What follows belongs to an exercise in optimizing a design on an open flow for small area and a short achievable clock period; a production flow would make more cautious choices. The RTL was checked by simulation tests, not by an equivalence proof against the original design. Power is estimated from default activity; no workload was simulated.

## job 101
==> flow/design.v <==
package tetris_pkg;
	localparam int WELL_COLS = 10;
	localparam int WELL_ROWS = 20;  
	localparam int ROW_W = $clog2(WELL_ROWS);
	localparam int COL_W = $clog2(WELL_COLS);
	localparam int CELL_SHIFT = 4;  
	localparam int COORD_W = 12;
	localparam int CELL_W = COORD_W - CELL_SHIFT;
	localparam int NUM_SHAPES = 7;
	localparam int SHAPE_W = 3;
	localparam int GRAVITY_FRAMES = 8;
	localparam int GRAV_W = $clog2(GRAVITY_FRAMES);
	localparam int FLICK_STEPS = 4;  
	localparam int FLICK_W = $clog2(FLICK_STEPS);
	localparam int ACT_W = 3;  
	localparam logic [NUM_SHAPES*WELL_COLS*WELL_ROWS-1:0] SPAWN_SHAPES = {
		{20'h0, 20'h0, 20'h0, 20'h1, 20'h1, 20'h1, 20'h1, 20'h0, 20'h0, 20'h0},  
		{20'h0, 20'h0, 20'h0, 20'h2, 20'h3, 20'h2, 20'h0, 20'h0, 20'h0, 20'h0},
		{20'h0, 20'h0, 20'h0, 20'h1, 20'h3, 20'h2, 20'h0, 20'h0, 20'h0, 20'h0},
		{20'h0, 20'h0, 20'h0, 20'h2, 20'h3, 20'h1, 20'h0, 20'h0, 20'h0, 20'h0},
		{20'h0, 20'h0, 20'h0, 20'h2, 20'h2, 20'h3, 20'h0, 20'h0, 20'h0, 20'h0},
		{20'h0, 20'h0, 20'h0, 20'h3, 20'h2, 20'h2, 20'h0, 20'h0, 20'h0, 20'h0},
		{20'h0, 20'h0, 20'h0, 20'h0, 20'h3, 20'h3, 20'h0, 20'h0, 20'h0, 20'h0}   
	};
endpackage
`timescale 1ns/1ps
module piece_unit (
	input logic [9:0][19:0] well,
	input logic [9:0] bc,  
	input logic [9:0] tc,  
	input logic [19:0] rsel,  
	input logic floor,  
	output logic land
);
	logic [19:0] bw;
	logic [19:0] tw;
	always_comb begin
		for (int r = 0; r < 20; r++) begin
			bw[r] = 1'b0;
			tw[r] = 1'b0;
			for (int c = 0; c < 10; c++) begin
				bw[r] = bw[r] | (bc[c] & well[c][r]);
				tw[r] = tw[r] | (tc[c] & well[c][r]);
			end
		end
		land = floor;
		for (int r = 0; r < 20; r++) begin
			if (r > 0)
				land = land | (rsel[r-1] & bw[r]);
			land = land | (rsel[r] & tw[r]);
		end
	end
endmodule
`timescale 1ns/1ps
module board_unit (
	input logic [9:0][19:0] well,
	input logic [19:0] rd,  
	input logic [19:0] rk,  
	input logic [19:0] rt,  
	input logic [19:0] mb,  
	input logic [19:0] mt,  
	input logic [9:0] bc,
	input logic [9:0] tc,
	output logic [9:0][19:0] nxt
);
	always_comb begin
		for (int c = 0; c < 10; c++) begin
			for (int r = 0; r < 20; r++) begin
				nxt[c][r] = ((r > 0) ? (rd[r] & well[c][r > 0 ? r-1 : 0]) : 1'b0) |
					(well[c][r] ? rk[r] : rt[r]) | (mb[r] & bc[c]) | (mt[r] & tc[c]);
			end
		end
	end
endmodule
`timescale 1ns/1ps
module line_clear (
	input logic merged,
	input logic init,
	input logic [19:0] d0,  
	input logic [19:0] t0,  
	input logic [19:0] rsel,  
	output logic [19:0] rd,  
	output logic [19:0] rk,  
	output logic [19:0] rt,  
	output logic [19:0] mb,  
	output logic [19:0] mt  
);
	always_comb begin
		for (int r = 0; r < 20; r++) begin
			rd[r] = d0[r] & !merged;
			rt[r] = t0[r] & !merged;
			rk[r] = !init & (merged | !(d0[r] | t0[r]));
			mb[r] = merged & rsel[r];
			mt[r] = (r < 19) ? (merged & rsel[r < 19 ? r+1 : 0]) : 1'b0;
		end
	end
endmodule
`timescale 1ns/1ps
module cell_scan (
	input logic [9:0][19:0] well,
	input logic [9:0] colsel,  
	output logic [19:0] wcol
);
	always_comb begin
		wcol = '0;
		for (int c = 0; c < 10; c++)
			wcol = wcol | ({20{colsel[c]}} & well[c]);
	end
endmodule
`timescale 1ns/1ps
module tetris_top (
	input logic clk,
	input logic rst,
	input logic frame,
	input logic [2:0] action,
	input logic [11:0] x,
	input logic [11:0] y,
	input logic line_start,
	output logic lit
);
	logic [9:0][19:0] well;
	logic init;  
	logic valid;
	logic [2:0] nxt;
	logic [2:0] cnt;
	logic [9:0] bc;
	logic [9:0] tc;
	logic [4:0] rb;
	logic [19:0] rsel;  
	logic tick;
	logic land;
	logic merged;
	logic [9:0] sb, st;  
	logic sfirst;  
	always_comb begin
		sfirst = 1'b0;
		case (nxt)
			3'd0: begin sb = 10'b0000110000; st = 10'b0000110000; end  
			3'd1: begin sb = 10'b0001110000; st = 10'b0001000000; end
			3'd2: begin sb = 10'b0001110000; st = 10'b0000010000; end
			3'd3: begin sb = 10'b0001100000; st = 10'b0000110000; end
			3'd4: begin sb = 10'b0000110000; st = 10'b0001100000; end
			3'd5: begin sb = 10'b0001110000; st = 10'b0000100000; end
			default: begin sb = 10'b0001111000; st = 10'b0000000000; sfirst = 1'b1; end  
		endcase
	end
	always_comb
		for (int r = 0; r < 20; r++)
			rsel[r] = valid & (rb == 5'(r));
	piece_unit land_i (
		.well(well),
		.bc(bc),
		.tc(tc),
		.rsel(rsel),
		.floor(valid & (rb == 5'd19)),
		.land(land)
	);
	assign merged = land;  
	assign tick = frame & (cnt == 3'd0);
	logic go_left, go_right, go_down;
	assign go_left = action[2] & !bc[0] & !tc[0];
	assign go_right = !action[2] & action[1] & !bc[9] & !tc[9];
	assign go_down = tick | (action == 3'b001);
	always_ff @(posedge clk or posedge rst) begin
		if (rst) begin
			valid <= 1'b0;
			nxt <= 3'd0;
			cnt <= 3'd0;
		end else begin
			if (frame)
				cnt <= cnt + 3'd1;
			if (merged)
				valid <= 1'b0;
			else if (tick & !valid) begin
				valid <= 1'b1;
				nxt <= (nxt == 3'd6) ? 3'd0 : nxt + 3'd1;
			end
		end
	end
	logic spawn, ml, mr, hold;
	assign spawn = tick & !valid;
	assign ml = frame & !spawn & go_left;
	assign mr = frame & !spawn & go_right;
	assign hold = !spawn & !ml & !mr;
	always_ff @(posedge clk) begin
		bc <= ({10{spawn}} & sb) | ({10{ml}} & (bc >> 1)) | ({10{mr}} & (bc << 1)) | ({10{hold}} & bc);
		tc <= ({10{spawn}} & st) | ({10{ml}} & (tc >> 1)) | ({10{mr}} & (tc << 1)) | ({10{hold}} & tc);
		if (frame) begin
			if (spawn)
				rb <= sfirst ? 5'd0 : 5'd1;
			else if (go_down)
				rb <= rb + 5'd1;
		end
	end
	logic [4:0] frow;  
	logic [1:0] step;
	logic [19:0] full;
	logic [19:0] keep;  
	logic [19:0] onehot;
	logic [4:0] sel;
	logic found;
	logic last;  
	always_comb begin
		for (int r = 0; r < 20; r++) begin
			logic a;
			a = 1'b1;
			for (int c = 0; c < 10; c++)
				a = a & well[c][r];
			full[r] = a | ((step != 2'd0) & (frow == 5'(r)));
		end
		keep[19] = !full[19];
		for (int r = 18; r >= 0; r--)
			keep[r] = keep[r+1] & !full[r];
		onehot[19] = full[19];
		for (int r = 0; r < 19; r++)
			onehot[r] = full[r] & keep[r+1];
		found = !keep[0];
		sel = '0;
		for (int r = 0; r < 20; r++)
			sel = sel | ({5{onehot[r]}} & 5'(r));
	end
	always_ff @(posedge clk or posedge rst) begin
		if (rst) begin
			step <= 2'd0;
			last <= 1'b0;
			init <= 1'b1;
		end else begin
			init <= 1'b0;
			if (frame & found & !init) begin
				step <= step + 2'd1;
				last <= (step == 2'd2);
			end
		end
	end
	always_ff @(posedge clk)
		if (frame & found & !init & !last)
			frow <= sel;
	logic [19:0] rd;  
	logic [19:0] rk;  
	logic [19:0] rt;  
	logic [19:0] mb;  
	logic [19:0] mt;  
	logic shf, tog;
	assign shf = frame & last & !init;
	assign tog = frame & !last & !init;
	logic [19:0] d0, t0;
	always_comb begin
		for (int r = 0; r < 20; r++) begin
			d0[r] = shf & !keep[r];
			t0[r] = tog & onehot[r];
		end
	end
	line_clear ctrl_i (
		.merged(merged),
		.init(init),
		.d0(d0),
		.t0(t0),
		.rsel(rsel),
		.rd(rd),
		.rk(rk),
		.rt(rt),
		.mb(mb),
		.mt(mt)
	);
	logic [9:0][19:0] well_nxt;
	board_unit cells_i (
		.well(well),
		.rd(rd),
		.rk(rk),
		.rt(rt),
		.mb(mb),
		.mt(mt),
		.bc(bc),
		.tc(tc),
		.nxt(well_nxt)
	);
	always_ff @(posedge clk)
		well <= well_nxt;
	logic [19:0] row_buf;
	logic [19:0] col;
	logic [7:0] xcell;
	logic [9:0] colsel;
	logic [19:0] wcol;
	logic pb, pt, ok;
	assign xcell = x[11:4];
	assign ok = (y[11:8] == 4'd0) & !init;
	always_comb
		for (int c = 0; c < 10; c++)
			colsel[c] = (y[7:4] == 4'(c + 1));
	cell_scan col_i (
		.well(well),
		.colsel(colsel),
		.wcol(wcol)
	);
	always_comb begin
		pb = 1'b0;
		pt = 1'b0;
		for (int c = 0; c < 10; c++) begin
			pb = pb | (colsel[c] & bc[c]);
			pt = pt | (colsel[c] & tc[c]);
		end
		for (int r = 0; r < 20; r++)
			col[r] = ok & (wcol[r] | (pb & rsel[r]) | ((r < 19) ? (pt & rsel[r < 19 ? r+1 : 0]) : 1'b0));
	end
	logic rbv;  
	always_ff @(posedge clk)
		if (line_start)
			row_buf <= col;
	always_ff @(posedge clk or posedge rst) begin
		if (rst) begin
			rbv <= 1'b0;
			lit <= 1'b0;
		end else begin
			if (line_start)
				rbv <= 1'b1;
			lit <= rbv & (xcell < 8'd20) & row_buf[5'd19 - xcell[4:0]];
		end
	end
endmodule
clock: 7.0 ns
lec_check: 0
cap_margin: 20
core_margin: 2
core_utilization: 40
cts_buf_list: sky130_fd_sc_hd__clkbuf_8
setup_slack_margin: 3.8
slew_margin: 20
synth_hierarchical: 1
run.sh (not shown) runs the stock make flow with config.mk's settings and CLKGATE_MAP_FILE= SYNTH_SCRIPT=/design/flow/synth_recipe.tcl, a recipe that flattens the netlist after the stock synthesis.
> inputs changed (job 101 -> job 102)
--- a/flow/design.v
+++ b/flow/design.v
@@ -79,22 +79,20 @@
 	input logic [19:0] d0,  
 	input logic [19:0] t0,  
 	input logic [19:0] rsel,  
 	output logic [19:0] rd,  
 	output logic [19:0] rk,  
 	output logic [19:0] rt,  
-	output logic [19:0] mb,  
-	output logic [19:0] mt  
+	output logic [19:0] mb  
 );
 	always_comb begin
 		for (int r = 0; r < 20; r++) begin
 			rd[r] = d0[r] & !merged;
 			rt[r] = t0[r] & !merged;
 			rk[r] = !init & (merged | !(d0[r] | t0[r]));
 			mb[r] = merged & rsel[r];
-			mt[r] = (r < 19) ? (merged & rsel[r < 19 ? r+1 : 0]) : 1'b0;
 		end
 	end
 endmodule
 `timescale 1ns/1ps
 module cell_scan (
 	input logic [9:0][19:0] well,
@@ -256,15 +254,15 @@
 		.d0(d0),
 		.t0(t0),
 		.rsel(rsel),
 		.rd(rd),
 		.rk(rk),
 		.rt(rt),
-		.mb(mb),
-		.mt(mt)
+		.mb(mb)
 	);
+	assign mt = {1'b0, mb[19:1]};  
 	logic [9:0][19:0] well_nxt;
 	board_unit cells_i (
 		.well(well),
 		.rd(rd),
 		.rk(rk),
 		.rt(rt),
==> run summary <==
- Of the two values seen for cell at the slowest stage of the critical path, sky130_fd_sc_hd__dfrtp_1 was produced by job 102 and sky130_fd_sc_hd__dfxtp_4 by job 101.
- Taking job 101 as the reference, in job 102 final cell count -0.56%; total number of cells along the worst setup path dropped 2; finished layout cell area went down; final design utilization saw a decrease; final weighted congestion in routability-driven placement rose about 1.7%.
- Compared job 101 against job 102; total routed wire length on the met1 layer within noise.
- The post-synthesis instance area was comparable across job 102 and job 101.
- Between job 102 and job 101, worst hold slack is lower for job 102, job 101 comes in above that.
- Looking at fmax, job 102 sits 4.1% above job 101.
- For synthesized cell count, job 101 and job 102 come out practically identical.
- The run showing the greater routed wirelength normalized by instance count is job 101.
- Relative to job 101, power increased by about 1.7% in job 102.
- Looking at non-clock buffer count, job 102 sits 10% below job 101.

[re-timing with driven ports]
The results above use ideal ports. As a check the final layouts listed here were re-extracted and re-timed, cells and wires unchanged. Step 1 (the two cells are an assumption about what drives the block):
set clk [get_ports {clk}]
set_driving_cell -lib_cell sky130_fd_sc_hd__clkbuf_16 $clk
set_driving_cell -lib_cell sky130_fd_sc_hd__buf_2 [delete_from_list [all_inputs] $clk]
Step 2 times the ports against the registers' clock, not the clock port: input delays grow and output delays shrink by t, the midpoint of the rising clock arrivals with the driver on. Three values: no drivers, after step 1, after step 2; two values: the first two.
| run | shift t [ns] | slack for setup (ns) | worst setup path at the end |
|---|---|---|---|
| job 101 | 0.706 | 3.642 / 3.642 / 3.153 | input to register |
| job 102 | 0.703 | 3.773 / 3.773 / 3.247 | input to register |
After both steps every run listed still meets setup and hold. The setup slack of job 102, which loses most, moves by 0.000 ns with the drivers and by -0.526 ns with both steps.
